Background: an optimization exercise with open tools, aiming at small area and a short achievable clock period. Do not read the settings as production practice.
At most, simulation tests tie the RTL to the original design; equivalence was not proved.
Power and IR drop assume default switching activity.

v51:
==> flow/design.v (excerpt) <==
module fp32_mul
(
    input  logic        clk,
    input  logic        rst_n,
    input  logic [31:0] a,
    input  logic [31:0] b,
    input  logic        in_valid,
    output logic        out_valid,
    output logic [31:0] result
);
    logic [7:0]  ea, eb;
    logic        ha, hb, fza, fzb, ea_max, eb_max;
    logic        a_zero, b_zero, a_inf, b_inf, a_nan, b_nan;
    logic        r_nan, r_inf, r_zero;
    logic [23:0] sa, sb;
    logic [12:0] bd_one, bd_two, bd_neg;
    logic [4:0]  lz_a, lz_b;
    assign ea     = a[30:23];
    assign eb     = b[30:23];
    assign ha     = |ea;
    assign hb     = |eb;
    assign ea_max = &ea;
    assign eb_max = &eb;
    assign fza    = ~|a[22:0];
    assign fzb    = ~|b[22:0];
    assign a_zero = ~ha & fza;
    assign b_zero = ~hb & fzb;
    assign a_inf  = ea_max & fza;
    assign b_inf  = eb_max & fzb;
    assign a_nan  = ea_max & ~fza;
    assign b_nan  = eb_max & ~fzb;
    assign sa     = {ha, a[22:0]};
    assign sb     = {hb, b[22:0]};
    assign r_nan  = a_nan | b_nan | (a_inf & b_zero) | (b_inf & a_zero);
    assign r_inf  = ~r_nan & (a_inf | b_inf);
    assign r_zero = ~r_nan & ~r_inf & (a_zero | b_zero);
    always_comb begin
        for (int k = 0; k < 13; k++) begin
            logic y2, y1, y0;
            y2 = (2*k+1 < 24) ? sb[2*k+1] : 1'b0;
            y1 = (2*k   < 24) ? sb[2*k]   : 1'b0;
            y0 = (k > 0)      ? sb[2*k-1] : 1'b0;
            bd_neg[k] = y2;
            bd_one[k] = y1 ^ y0;
  ...
For scale: ~390 flip-flops, roughly 100 I/O pins, ~25000 um^2 of cells after synthesis.
clock: 8.5 ns
lec_check: 0
cap_margin: 20
core_margin: 2
core_utilization: 40
cts_cluster_diameter: 100
cts_cluster_size: 32
slew_margin: 20
synth_hierarchical: 1
synth_minimum_keep_size: 0
standard.sh (not shown) runs the stock make flow with config.mk's settings and CLKGATE_MAP_FILE= SYNTH_SCRIPT=/design/flow/synth_recipe.tcl, a recipe that flattens the netlist after the stock synthesis.
==> flow/flow/run.sh <==
#!/bin/bash
# Own layout flow: the standard layout (standard.sh, ORFS from synthesis
# to finish, synthesis unchanged) with two changes to how the layout is made:
#  - repair_timing aims below the clock period: a path with less than
#    SETUP_SLACK_MARGIN ns of setup slack is treated as one to fix;
#  - the port buffers that buffer_ports inserts on every input and output
#    are sky130_fd_sc_hd__buf_2 rather than the cell it picks by default.
# Each tool's full output stays in orfs/logs; make's output in standard.log.
set -euo pipefail
export SETUP_SLACK_MARGIN=5.3
export BUFFER_PORTS_ARGS="-buffer_cell sky130_fd_sc_hd__buf_2"
bash standard.sh > standard.log 2>&1
Input changes introduced in v46 (baseline for comparison: v51):
- CTS_CLUSTER_SIZE changed from 32 to 25
- SLEW_MARGIN changed from 20 to 10
- CAP_MARGIN changed from 20 to 10
- v46 vs. v51: worst hold margin -5.7 ps, share of total power in the clock network -0.3 points, maximum resistive drop on vdd -1.0%.
- v46 vs v51: cell count along the critical path down in v46
- Going from v51 to v46, multi-input logic portion of the cell area barely changed, number of cells on the worst reg-to-reg path now sits lower, number of antenna-violating nets in the routed design has remained practically unchanged.
Modified inputs, v39 compared to v46
- SLEW_MARGIN changed from 10 to 20
- CAP_MARGIN changed from 10 to 20
diff --git a/flow/flow/run.sh b/flow/flow/run.sh
--- a/flow/flow/run.sh
+++ b/flow/flow/run.sh
@@ -10 +10 @@
-export SETUP_SLACK_MARGIN=5.3
+export SETUP_SLACK_MARGIN=5.1
### Flow results
Re reported net switching power: v46 and v39 aren't equal, and the higher value belongs to v46.
On normalized max-slew margin, v39 does worse than v46.
Summary — combinational share of power, v39 relative to v46: higher, by 0.4 points.
v39 against v46: highest clock frequency the design can meet fell about 4%, post-route standard cell area excluding fillers fell 0.95%, power fell 0.16 mW.
Inputs modified between v39 and v4:
diff --git a/flow/flow/run.sh b/flow/flow/run.sh
--- a/flow/flow/run.sh
+++ b/flow/flow/run.sh
@@ -10 +10 @@
-export SETUP_SLACK_MARGIN=5.1
+export SETUP_SLACK_MARGIN=5.3
Results
[compare] base=v39 new=v4: fraction of the cycle the final worst path needs dropped 1.5 points; via count barely changed; average instance area after synthesis barely changed; total power climbed 0.16 mW. Compared with v39, v4 shows a higher routed length on met3.
For v2, these inputs were changed with respect to v4:
- putting PLACE_DENSITY at 0.45 where nothing was set
Findings:
Going from v4 to v2, minimum clock period after layout now smaller; total CTS buffers now larger; multi-input combinational gate total comparable; sequential share of layout area now smaller. In the flow results for v2 and v4, the worst hold slack is larger on v2. Delta (v2 minus v4): fill cell total of the finished layout rose 55; sequential standard cell area fell 0.36%; required time of the critical path about even; maximum frequency from static timing analysis rose 0.0052 GHz.
Here is what was changed in the inputs of v48 compared with v2.
- CTS_CLUSTER_DIAMETER: 100 -> unset
- CTS_CLUSTER_SIZE: 25 -> unset
- PLACE_DENSITY: 0.45 -> unset
- v48 reports a higher final design instance area without fill than v2 does.
- Clock buffer count from CTS was lower in the run labelled v2.
- Core utilization: v48 higher than v2
- Run comparison: v48 library cell contributing the largest single delay on the critical path sky130_fd_sc_hd__dfxtp_2; v2 library cell contributing the largest single delay on the critical path sky130_fd_sc_hd__fa_1
- Comparing v2 and v48, total number of cells along the worst setup path is lower on v48.


fp32_mul, a different RTL version from the one above (not shown whole).
Size in the first run: about 100 I/O pins, ~23000 um^2 of cells after synthesis.
export LEC_CHECK = 0
export CAP_MARGIN = 20
export CORE_MARGIN = 2
export CORE_UTILIZATION = 40
export SETUP_SLACK_MARGIN = 4.5
export SLEW_MARGIN = 20
export SYNTH_HIERARCHICAL = 1
export SYNTH_MINIMUM_KEEP_SIZE = 0
create_clock -name core_clock -period 8.5 [get_ports {clk}]
run.sh (not shown) runs the stock make flow with config.mk's settings and CLKGATE_MAP_FILE= SYNTH_SCRIPT=/design/flow/synth_recipe.tcl, a recipe that flattens the netlist after the stock synthesis.
Stock flow here: none of the scripts above is used.
Rerun with:
CTS_BUF_LIST = sky130_fd_sc_hd__clkbuf_4 sky130_fd_sc_hd__clkbuf_8   (was default)
The new run passed the timing, design-rule and antenna checks. Clock power drops by about 9%. Sequential cell count stays the same. Global-route usage stays flat.
Rerun with:
CTS_BUF_LIST = default   (was sky130_fd_sc_hd__clkbuf_4 sky130_fd_sc_hd__clkbuf_8)
SETUP_SLACK_MARGIN = 5   (was 4.5)
Result: Routed wire length grows by 23%. Worst setup slack improves by 0.031 ns. Total power came out higher by 12%. Die area stays the same. Sequential share of layout area drops by 1.5 points. Non-clock buffer count rises by 170. Critical path depth grows by 7. Final cell count grows by 4.6%. Synthesized area does not change. Count of clock-buffer cells in the layout decreases by 30. Clock power rose by about 9%.
No run of this note included a check of the RTL's function; only the layout flow was run.


Another version of the RTL of fp32_mul (not shown whole).
Size in the first run: ~400 flip-flops, ~100 I/O pins.
==> flow/design.v (excerpt) <==
module fp32_mul
(
    input  logic        clk,
    input  logic        rst_n,
    input  logic [31:0] a,
    input  logic [31:0] b,
    input  logic        in_valid,
    output logic        out_valid,
    output logic [31:0] result
);
Settings: LEC_CHECK=0, CAP_MARGIN=20, CORE_MARGIN=2, CORE_UTILIZATION=40, CTS_CLUSTER_DIAMETER=100, CTS_CLUSTER_SIZE=25, SLEW_MARGIN=20, SYNTH_HIERARCHICAL=1, SYNTH_MINIMUM_KEEP_SIZE=0; clock period 8.5 ns.
standard.sh (not shown) runs the stock make flow with config.mk's settings and CLKGATE_MAP_FILE= SYNTH_SCRIPT=/design/flow/synth_recipe.tcl, a recipe that flattens the netlist after the stock synthesis.
==> flow/flow/run.sh <==
#!/bin/bash
# Own layout flow: the standard layout (standard.sh, ORFS from synthesis
# to finish, synthesis unchanged) with two changes to how the layout is made:
#  - repair_timing aims below the clock period: a path with less than
#    SETUP_SLACK_MARGIN ns of setup slack is treated as one to fix;
#  - the port buffers that buffer_ports inserts on every input and output
#    are sky130_fd_sc_hd__buf_2 rather than the cell it picks by default.
# Each tool's full output stays in orfs/logs; make's output in standard.log.
set -euo pipefail
export SETUP_SLACK_MARGIN=5.5
export BUFFER_PORTS_ARGS="-buffer_cell sky130_fd_sc_hd__buf_2"
bash standard.sh > standard.log 2>&1
==> next run, changes <==
--- a/flow/flow/run.sh
+++ b/flow/flow/run.sh
@@ -9,3 +9,3 @@
 set -euo pipefail
-export SETUP_SLACK_MARGIN=5.5
+export SETUP_SLACK_MARGIN=5.4
 export BUFFER_PORTS_ARGS="-buffer_cell sky130_fd_sc_hd__buf_2"
The new run ran to the end with no violations.
Hold slack barely changes.
Core utilization fell by 1.7 points.
Sequential power barely changes.
Total power fell by a few percent.
Cell count fell slightly.
Global-route usage fell by 1.0 points.
Final area fell by a few percent.
Wire length fell by a little under a tenth.
Clock power fell by a few percent.
First-iteration DRC count fell by about a fifth.
Sequential cell count is unchanged.


RTL: one of the versions met above, not the one the previous note started from.
Size: roughly 2300 cells after synthesis, ~100 I/O pins.
Settings: LEC_CHECK=0, CAP_MARGIN=20, CORE_MARGIN=2, CORE_UTILIZATION=40, CTS_CLUSTER_DIAMETER=100, CTS_CLUSTER_SIZE=25, SLEW_MARGIN=20, SYNTH_HIERARCHICAL=1, SYNTH_MINIMUM_KEEP_SIZE=0; clock period 8.5 ns.
==> flow/flow/run.sh <==
#!/bin/bash
# Own layout flow: the standard layout (standard.sh, ORFS from synthesis
# to finish, synthesis unchanged) with two changes to how the layout is made:
#  - repair_timing aims below the clock period: a path with less than
#    SETUP_SLACK_MARGIN ns of setup slack is treated as one to fix;
#  - the port buffers that buffer_ports inserts on every input and output
#    are sky130_fd_sc_hd__buf_1 rather than the cell it picks by default.
# Each tool's full output stays in orfs/logs; make's output in standard.log.
set -euo pipefail
export SETUP_SLACK_MARGIN=5.3
export BUFFER_PORTS_ARGS="-buffer_cell sky130_fd_sc_hd__buf_1"
bash standard.sh > standard.log 2>&1
Change:
--- a/flow/flow/run.sh
+++ b/flow/flow/run.sh
@@ -5,8 +5,8 @@
 #    SETUP_SLACK_MARGIN ns of setup slack is treated as one to fix;
 #  - the port buffers that buffer_ports inserts on every input and output
-#    are sky130_fd_sc_hd__buf_1 rather than the cell it picks by default.
+#    are sky130_fd_sc_hd__buf_2 rather than the cell it picks by default.
 # Each tool's full output stays in orfs/logs; make's output in standard.log.
 set -euo pipefail
 export SETUP_SLACK_MARGIN=5.3
-export BUFFER_PORTS_ARGS="-buffer_cell sky130_fd_sc_hd__buf_1"
+export BUFFER_PORTS_ARGS="-buffer_cell sky130_fd_sc_hd__buf_2"
 bash standard.sh > standard.log 2>&1
CORE_UTILIZATION = 55   (was 40)
CTS_CLUSTER_DIAMETER = not set   (was 100)
CTS_CLUSTER_SIZE = not set   (was 25)
After rerunning: The changed run ran to the end with no violations. Worst setup slack gains 0.033 ns. Wire length came out higher by 2.1%. Sequential share of layout area came out lower by 0.47 points. Cell area came out higher by 1.8%. Synthesized cell count stays the same. Non-clock buffer count came out higher by 3. Clock power came out higher by 51%.
Change:
CORE_UTILIZATION = 40   (was 55)
CTS_CLUSTER_DIAMETER = 100   (was not set)
CTS_CLUSTER_SIZE = 25   (was not set)
PLACE_DENSITY = 0.75   (was not set)
What happened: Synthesized cell count stays the same; design area fell by a few percent; register-to-register slack degrades by 0.05 ns; clock skew rose by 0.018 ns; worst setup slack degrades by 0.055 ns; first-iteration DRC count rose by roughly a tenth; power fell by a little under a tenth; clock power fell by well over a third; maximum frequency fell slightly; core utilization fell by 18 points; routed wire length fell by roughly a tenth.
Change:
--- a/flow/flow/run.sh
+++ b/flow/flow/run.sh
@@ -8,5 +8,5 @@
 # Each tool's full output stays in orfs/logs; make's output in standard.log.
 set -euo pipefail
-export SETUP_SLACK_MARGIN=5.3
+export SETUP_SLACK_MARGIN=5.5
 export BUFFER_PORTS_ARGS="-buffer_cell sky130_fd_sc_hd__buf_2"
 bash standard.sh > standard.log 2>&1
PLACE_DENSITY = not set   (was 0.75)
After rerunning: Final area went up by 8.4%. Global-route usage rises by 2.1 points. Core utilization grows by 3.7 points. Total power rose by 11%. Setup slack gains 0.030 ns. Clock power came out higher by about 8%. Via count increases by 4.8%. Routed wire length climbs by 19%. Area after synthesis is unchanged. Combinational power rose by 16%.


Another version of the RTL of fp32_mul (not shown whole).
Size: about 2200 cells after synthesis.
==> flow/design.v (excerpt) <==
module fp32_mul
(
    input  logic        clk,
    input  logic        rst_n,
    input  logic [31:0] a,
    input  logic [31:0] b,
    input  logic        in_valid,
    output logic        out_valid,
    output logic [31:0] result
);
Settings: LEC_CHECK=0, CAP_MARGIN=20, CORE_MARGIN=2, CORE_UTILIZATION=40, SETUP_SLACK_MARGIN=4.5, SLEW_MARGIN=20, SYNTH_HIERARCHICAL=1, SYNTH_MINIMUM_KEEP_SIZE=0; clock period 8.5 ns.
run.sh (not shown) runs the stock make flow with config.mk's settings and CLKGATE_MAP_FILE= SYNTH_SCRIPT=/design/flow/synth_recipe.tcl, a recipe that flattens the netlist after the stock synthesis.
Stock flow here: none of the scripts above is used.
Change:
- SETUP_SLACK_MARGIN: 4.5 -> not set
The new run finished clean.
Design area came out lower by 2.7%.
Critical path depth is unchanged.
Die area is unchanged.
Power is lower by 2.2%.
Clock power goes up by about 3%.
Combinational power went down by about 2%.
First-iteration DRC count came out lower by 1.2%.
Routed wire length went down by 5.3%.
Utilization came out lower by 1.3 points.
Clock skew decreases by 0.022 ns.
Setup slack loses 0.25 ns.
No run of this note included a check of the RTL's function; only the layout flow was run.


fp32_mul with an RTL version that a note above also has.
Size in the first run: about 2300 cells after synthesis, roughly 390 flip-flops, ~25000 um^2 of cells after synthesis.
Settings: LEC_CHECK=0, CAP_MARGIN=20, CORE_MARGIN=2, CORE_UTILIZATION=40, CTS_CLUSTER_DIAMETER=100, CTS_CLUSTER_SIZE=25, SLEW_MARGIN=20, SYNTH_HIERARCHICAL=1, SYNTH_MINIMUM_KEEP_SIZE=0, TNS_END_PERCENT=5; clock period 8.5 ns.
standard.sh (not shown) runs the stock make flow with config.mk's settings and CLKGATE_MAP_FILE= SYNTH_SCRIPT=/design/flow/synth_recipe.tcl, a recipe that flattens the netlist after the stock synthesis.
==> flow/flow/run.sh <==
#!/bin/bash
# Own layout flow: the standard layout (standard.sh, ORFS from synthesis
# to finish, synthesis unchanged) with two changes to how the layout is made:
#  - repair_timing aims below the clock period: a path with less than
#    SETUP_SLACK_MARGIN ns of setup slack is treated as one to fix;
#  - the port buffers that buffer_ports inserts on every input and output
#    are sky130_fd_sc_hd__buf_2 rather than the cell it picks by default.
# Each tool's full output stays in orfs/logs; make's output in standard.log.
set -euo pipefail
export SETUP_SLACK_MARGIN=5.3
export BUFFER_PORTS_ARGS="-buffer_cell sky130_fd_sc_hd__buf_2"
bash standard.sh > standard.log 2>&1
Next try:
--- a/flow/config.mk
+++ b/flow/config.mk
@@ -16 +16 @@
-export TNS_END_PERCENT = 5
+export TNS_END_PERCENT = 30
The new run completed with no timing, DRC or antenna violations.
Power increases by about 2%.
Core utilization came out higher by 0.43 points.
Die area stays the same.
Critical path depth does not change.
Sequential share of layout area decreases by 0.27 points.
Wire length stays flat.


Another version of the RTL of fp32_mul (not shown whole).
For scale: roughly 2300 cells after synthesis, roughly 390 flip-flops, roughly 100 I/O pins, about 0.026 mm² of cells after synthesis.
==> flow/config.mk <==
export PLATFORM = sky130hd
export DESIGN_NAME = fp32_mul
export DESIGN_NICKNAME = fp32_mul
export VERILOG_FILES = /design/flow/design.v
export SDC_FILE = /design/flow/constraint.sdc
export NUM_CORES = 4
export LEC_CHECK = 0
export CAP_MARGIN = 20
export CORE_MARGIN = 2
export CORE_UTILIZATION = 40
export SETUP_SLACK_MARGIN = 5
export SLEW_MARGIN = 20
export SYNTH_HIERARCHICAL = 1
export SYNTH_MINIMUM_KEEP_SIZE = 0
==> flow/constraint.sdc <==
create_clock -name core_clock -period 8.5 [get_ports {clk}]
set_input_delay 1.7000 -clock core_clock [delete_from_list [all_inputs] [get_ports {clk}]]
set_output_delay 1.7000 -clock core_clock [all_outputs]
set_load 0.01 [all_outputs]
run.sh (not shown) runs the stock make flow with config.mk's settings and CLKGATE_MAP_FILE= SYNTH_SCRIPT=/design/flow/synth_recipe.tcl, a recipe that flattens the netlist after the stock synthesis.
Stock flow here: none of the scripts above is used.
The first run passed the timing, design-rule and antenna checks.
Rerun with:
==> flow/flow/run.sh (new file) <==
#!/bin/bash
set -e
cat standard.sh > standard_copy.log
export SETUP_SLACK_MARGIN=5.3
bash standard.sh > standard.log 2>&1
==> flow/standard.sh (new file) <==
#!/bin/bash
# synth_recipe.tcl (not shown) runs the flow's synth.tcl, then flattens the netlist and writes it again
# the make line also repeats each setting of config.mk as NAME=value (left out here)
make -C /OpenROAD-flow-scripts/flow DESIGN_CONFIG=/design/flow/config.mk WORK_HOME=/design/flow/orfs CLKGATE_MAP_FILE= SYNTH_SCRIPT=/design/flow/synth_recipe.tcl "${@:-finish}"
SETUP_SLACK_MARGIN = default   (was 5)
removed: flow/run.sh
What happened: The changed run completed without violations; count of clock-buffer cells in the layout falls by 1; final area goes up by 1.9%; die area is unchanged; clock power fell by about 3%; critical path depth is unchanged.

-- separate check: timing with driven ports --
The flow's constraints put no driver on any port. The routed layouts listed below were extracted and timed again, unchanged, in two steps.
Step 1 (the two cells are an assumption about what drives the block):
set clk [get_ports {clk}]
set_driving_cell -lib_cell sky130_fd_sc_hd__clkbuf_16 $clk
set_driving_cell -lib_cell sky130_fd_sc_hd__buf_2 [delete_from_list [all_inputs] $clk]
Step 2 also shifts input and output timing later by t, the mid clock arrival at the registers, as if the neighbouring blocks saw the same clock.
a / b / c = ideal ports / drivers / drivers and shift; a / b = the first two.
run	shift t [ns]	setup WS [ns]	worst data-port slew with drivers (ns)
v51	0.620	5.323 / 5.323 / 4.949	0.04
v46	0.627	5.315 / 5.315 / 4.869	0.04
v39	0.616	5.189 / 5.189 / 4.811	0.04
v4	0.627	5.315 / 5.315 / 4.869	0.04
v2	0.651	5.367 / 5.367 / 4.936	0.04
v48	0.644	5.326 / 5.326 / 4.872	0.04
the first run of note 2	0.639	4.566 / 4.566 / 4.087	0.04
the second run of note 2	0.677	4.548 / 4.548 / 4.087	0.04
the third run of note 2	0.661	4.579 / 4.579 / 4.487	0.04
the first run of note 3	0.625	5.528 / 5.528 / 5.151	0.06
the second run of note 3	0.621	5.406 / 5.406 / 4.881	0.06
the first run of note 4	0.623	5.307 / 5.307 / 4.875	0.04
the second run of note 4	0.631	5.340 / 5.340 / 4.913	0.04
the third run of note 4	0.613	5.285 / 5.285 / 5.128	0.06
the fourth run of note 4	0.637	5.315 / 5.315 / 5.098	0.04
the first run of note 5	0.629	4.528 / 4.528 / 4.114	0.04
the second run of note 5	0.650	4.281 / 4.281 / 3.800	0.04
the first run of note 6	0.611	5.229 / 5.229 / 4.712	0.04
the second run of note 6	0.625	5.233 / 5.233 / 4.917	0.04
the first run of note 7	0.643	5.074 / 5.074 / 4.802	0.04
the second run of note 7	0.641	5.341 / 5.294 / 4.825	0.04
After both steps every run listed still meets setup and hold. For the second run of note 3, which loses most, drivers alone change the setup slack by 0.000 ns; drivers and shift together by -0.525 ns.
